From an optimization exercise on the open Yosys and OpenROAD flow, aimed at small area; shortcuts taken in it are not production practice.
RTL that was checked went through simulation tests only; none was proved equivalent to the original.
No activity file was given, so power comes from the tool's default toggle rates.

== job 101 ==
==> flow/design.v (excerpt) <==
module cluster_centroid_n #(
  parameter int IMG_WIDTH    = 640,
  parameter int IMG_HEIGHT   = 480,
  parameter int NUM_CLUSTERS = 3,
  parameter int COLOR_W      = 12,
  parameter int DIST_THRESH  = 64,
  parameter int MIN_COUNT    = 4,
  localparam int XW = $clog2(IMG_WIDTH),
  localparam int YW = $clog2(IMG_HEIGHT),
  localparam int IW = (NUM_CLUSTERS > 1) ? $clog2(NUM_CLUSTERS) : 1
) (
  input  logic                         clk,
  input  logic                         rst,
  input  logic signed [COLOR_W-1:0]    pixel_r,
  input  logic signed [COLOR_W-1:0]    pixel_g,
  input  logic signed [COLOR_W-1:0]    pixel_b,
  input  logic                         pixel_valid,
  input  logic [XW-1:0]                x,
  input  logic [YW-1:0]                y,
  input  logic                         ref_wr_en,
  input  logic [IW-1:0]                ref_wr_idx,
  input  logic signed [COLOR_W-1:0]    ref_wr_r,
  input  logic signed [COLOR_W-1:0]    ref_wr_g,
  input  logic signed [COLOR_W-1:0]    ref_wr_b,
  output logic [NUM_CLUSTERS*XW-1:0]   centroid_x,
  output logic [NUM_CLUSTERS*YW-1:0]   centroid_y,
  output logic [NUM_CLUSTERS-1:0]      found,
  output logic                         frame_done,
  output logic                         busy,
  output logic                         overrun
);
  localparam int CW    = $clog2(IMG_WIDTH * IMG_HEIGHT + 1);
  localparam int SUM_W = $clog2(IMG_WIDTH * IMG_WIDTH * IMG_HEIGHT);
  localparam int SW    = $clog2(2 * NUM_CLUSTERS + 1);
  localparam int BW    = $clog2(SUM_W);
  localparam int NDIV  = 2 * NUM_CLUSTERS;
  localparam int CH_W  = NDIV * SUM_W;            
  localparam logic [SW-1:0] LOAD_SEL = SW'(NDIV);
  localparam logic [BW-1:0] LAST_BIT = BW'(SUM_W - 1);
  function automatic logic [7:0] chan_dist(
    input logic [COLOR_W-1:0] a,
    input logic [COLOR_W-1:0] b
  );
    logic [6:0] u;
    logic [5:0] xu;
    logic c, cx, x0, x1, xm1, hz, hm;
    c = 1'b0;
    for (int i = 0; i < 7; i++) begin
      logic ai;
      ai = ~a[i];
  ...
clock: 8.0 ns
lec_check: 0
cap_margin: 20
core_margin: 2
core_utilization: 70
cts_cluster_diameter: 90
cts_cluster_size: 26
gpl_timing_driven: 0
slew_margin: 20
standard.sh (not shown) runs the stock make flow with config.mk's settings and CLKGATE_MAP_FILE= SYNTH_SCRIPT=/design/flow/synth_recipe.tcl, a recipe that flattens the netlist after the stock synthesis.
==> flow/flow/run.sh <==
#!/bin/bash
# The standard synthesis; then two rewrites of the gate netlist that keep
# its function and its registers: each 2:1 multiplexer cell becomes the
# smaller AND-OR cell of the same function (muxopt.py), and each full adder is
# set in the polarity that needs the fewest inverters (polopt.py); then the standard flow's
# standard layout, with the smallest buffer on the ports and power recovery
# (downsizing gates off the critical paths) after global routing.
# Every tool writes its full output to a log file in this folder.
set -euo pipefail
export BUFFER_PORTS_ARGS="-buffer_cell sky130_fd_sc_hd__buf_1"
export RECOVER_POWER=100
R="$PWD/orfs/results/${FLOW_PLATFORM}/cluster_centroid_n/base"
bash standard.sh "$R/1_2_yosys.v" > flow_synth.log 2>&1
cp "$R/1_2_yosys.v" "$R/1_2_yosys.std.v"
python3 flow/muxopt.py "$R/1_2_yosys.std.v" "$R/1_2_yosys.mux.v" > flow_muxopt.log 2>&1
python3 flow/polopt.py "$R/1_2_yosys.mux.v" "$R/1_2_yosys.pol.v" > flow_polopt.log 2>&1
mv "$R/1_2_yosys.pol.v" "$R/1_2_yosys.v"
bash standard.sh > flow_make.log 2>&1
Other scripts of this flow, unchanged in this note and not shown: flow/flow/muxopt.py, flow/flow/polopt.py
> inputs changed (job 101 -> job 102)
--- a/flow/design.v
+++ b/flow/design.v
@@ -28,24 +28,25 @@
   output logic                         frame_done,
   output logic                         busy,
   output logic                         overrun
 );
   localparam int CW    = $clog2(IMG_WIDTH * IMG_HEIGHT + 1);
   localparam int SUM_W = $clog2(IMG_WIDTH * IMG_WIDTH * IMG_HEIGHT);
   localparam int SW    = $clog2(2 * NUM_CLUSTERS + 1);
   localparam int BW    = $clog2(SUM_W);
   localparam int NDIV  = 2 * NUM_CLUSTERS;
   localparam int CH_W  = NDIV * SUM_W;            
   localparam logic [SW-1:0] LOAD_SEL = SW'(NDIV);
   localparam logic [BW-1:0] LAST_BIT = BW'(SUM_W - 1);
+  localparam int DSPLIT = CW - 7;                   
   function automatic logic [7:0] chan_dist(
     input logic [COLOR_W-1:0] a,
     input logic [COLOR_W-1:0] b
   );
     logic [6:0] u;
     logic [5:0] xu;
     logic c, cx, x0, x1, xm1, hz, hm;
     c = 1'b0;
     for (int i = 0; i < 7; i++) begin
       logic ai;
       ai = ~a[i];
       u[i] = ai ^ b[i] ^ c;
@@ -139,32 +140,33 @@
   always_ff @(posedge clk) begin
     r_hit    <= (rst || !pixel_valid) ? '0 : w_cls;
     r_eof    <= !rst && pixel_valid && x == XW'(IMG_WIDTH - 1) && y == YW'(IMG_HEIGHT - 1);
     r_s2_eof <= !rst && r_eof;
     r_x      <= x;
     r_y      <= y;
   end
   function automatic logic [SUM_W-1:0] acc_add(
     input logic [SUM_W-1:0] acc,
     input logic [XW-1:0]    v
   );
     logic [SUM_W-1:0] r;
-    logic c;
+    logic c, c_lo;
     c = 1'b0;
     for (int i = 0; i < XW; i++) begin
       r[i] = acc[i] ^ v[i] ^ c;
       c = (acc[i] & v[i]) | (acc[i] & c) | (v[i] & c);
     end
+    c_lo = c;
     for (int i = XW; i < SUM_W; i++) begin
-      if (i == (XW + SUM_W) / 2) c = c & (&acc[(XW + SUM_W) / 2 - 1:XW]);
+      if (i == (XW + SUM_W) / 2) c = c_lo & (&acc[(XW + SUM_W) / 2 - 1:XW]);
       r[i] = acc[i] ^ c;
       if (i != (XW + SUM_W) / 2 - 1) c = acc[i] & c;
     end
     acc_add = r;
   endfunction
   always_comb begin
     for (int k = 0; k < NUM_CLUSTERS; k++) begin
       logic c;
       c = r_hit[k] && !w_frz;
       for (int i = 0; i < CW; i++) begin
         w_fin_cnt[k][i] = r_cnt[k][i] ^ c;
         c = r_cnt[k][i] & c;
@@ -204,39 +206,39 @@
     for (int k = 0; k < NUM_CLUSTERS; k++) begin
       w_ch_load[CH_W - (2*k+1)*SUM_W +: SUM_W] = w_fin_sx[k];
       w_ch_load[CH_W - (2*k+2)*SUM_W +: SUM_W] = w_fin_sy[k];
     end
   end
   always_comb begin
     logic [CW:0] nd, diff, d0, d1;
     logic c, c0, c1;
     w_divisor = r_cnt[r_sel[SW-1] ? NUM_CLUSTERS-1 : int'(r_sel[SW-2])];
     w_rem_sh  = {r_rem, r_ch[CH_W]};
     nd = ~{1'b0, w_divisor};
     c  = 1'b1;
-    for (int i = 0; i < CW/2; i++) begin
+    for (int i = 0; i < DSPLIT; i++) begin
       diff[i] = w_rem_sh[i] ^ nd[i] ^ c;
       c = (w_rem_sh[i] & nd[i]) | (w_rem_sh[i] & c) | (nd[i] & c);
     end
     c0 = 1'b0;
     c1 = 1'b1;
-    for (int i = CW/2; i <= CW; i++) begin
+    for (int i = DSPLIT; i <= CW; i++) begin
       d0[i] = w_rem_sh[i] ^ nd[i] ^ c0;
       c0 = (w_rem_sh[i] & nd[i]) | (w_rem_sh[i] & c0) | (nd[i] & c0);
       d1[i] = w_rem_sh[i] ^ nd[i] ^ c1;
       c1 = (w_rem_sh[i] & nd[i]) | (w_rem_sh[i] & c1) | (nd[i] & c1);
     end
-    for (int i = CW/2; i <= CW; i++) diff[i] = c ? d1[i] : d0[i];
-    d0[CW/2-1:0] = '0;
-    d1[CW/2-1:0] = '0;
+    for (int i = DSPLIT; i <= CW; i++) diff[i] = c ? d1[i] : d0[i];
+    d0[DSPLIT-1:0] = '0;
+    d1[DSPLIT-1:0] = '0;
     w_ge     = c ? c1 : c0;
     w_rem_nx = w_ge ? diff[CW-1:0] : w_rem_sh[CW-1:0];
   end
   always_ff @(posedge clk) begin
     r_ch[CH_W] <= r_ch[CH_W-1];
     if (w_snap) r_ch[CH_W-1:0] <= w_ch_load;
     else        r_ch[CH_W-1:0] <= {r_ch[CH_W-2:0], w_ge};
     r_rem <= (!w_div || w_last) ? '0 : w_rem_nx;
   end
   always_ff @(posedge clk) begin
     if (rst) begin
       r_busy       <= 1'b0;
Notes after the runs:
The final report for job 102 shows a completed flow and a layout that fails verification, specifically capacitance limit, slew limit.
Taking job 101 as the reference, in job 102 total die area has decreased, post-synthesis to final-layout area growth now sits lower, fraction of layout cells with a size suffix above 1 shrank by 1.7 points.
Between job 101 and job 102, the flow reports sum of internal, switching and leakage power increasing by a few percent.
Detailed-routing wirelength on met1, job 102 and job 101: higher on job 102
Run comparison: job 101 critical path's slowest cell sky130_fd_sc_hd__fa_2; job 102 critical path's slowest cell sky130_fd_sc_hd__fa_1
Final design utilization in job 102 is 0.34 points lower than in job 101
No functional check of the RTL was part of job 102.

[static timing again, ports no longer ideal]
The flow's constraints put no driver on any port. The routed layouts listed below were extracted and timed again, unchanged, in two steps.
Step 1: set_driving_cell puts a clkbuf_16 on clk and a buf_2 on each other input, an assumption about the parent block.
Step 2, shift: input delay + t, output delay - t, t = (earliest + latest rising clock arrival at the registers) / 2. This alone moves slack from input paths to output paths.
Slacks: ideal ports / drivers / drivers and shift; pairs: ideal ports / drivers.
| run | t, ns | setup slack, ns | hold slack, ns | worst setup path at the end |
|---|---|---|---|---|
| job 101 | 0.661 | 0.222 / 0.247 / -0.403 | 0.337 / 0.337 / 0.337 | input to register |
| job 102 | 0.680 | 0.265 / 0.278 / -0.387 | 0.352 / 0.352 / 0.352 | input to register |
For job 102, which loses most, drivers alone change the setup slack by +0.013 ns; drivers and shift together by -0.652 ns.
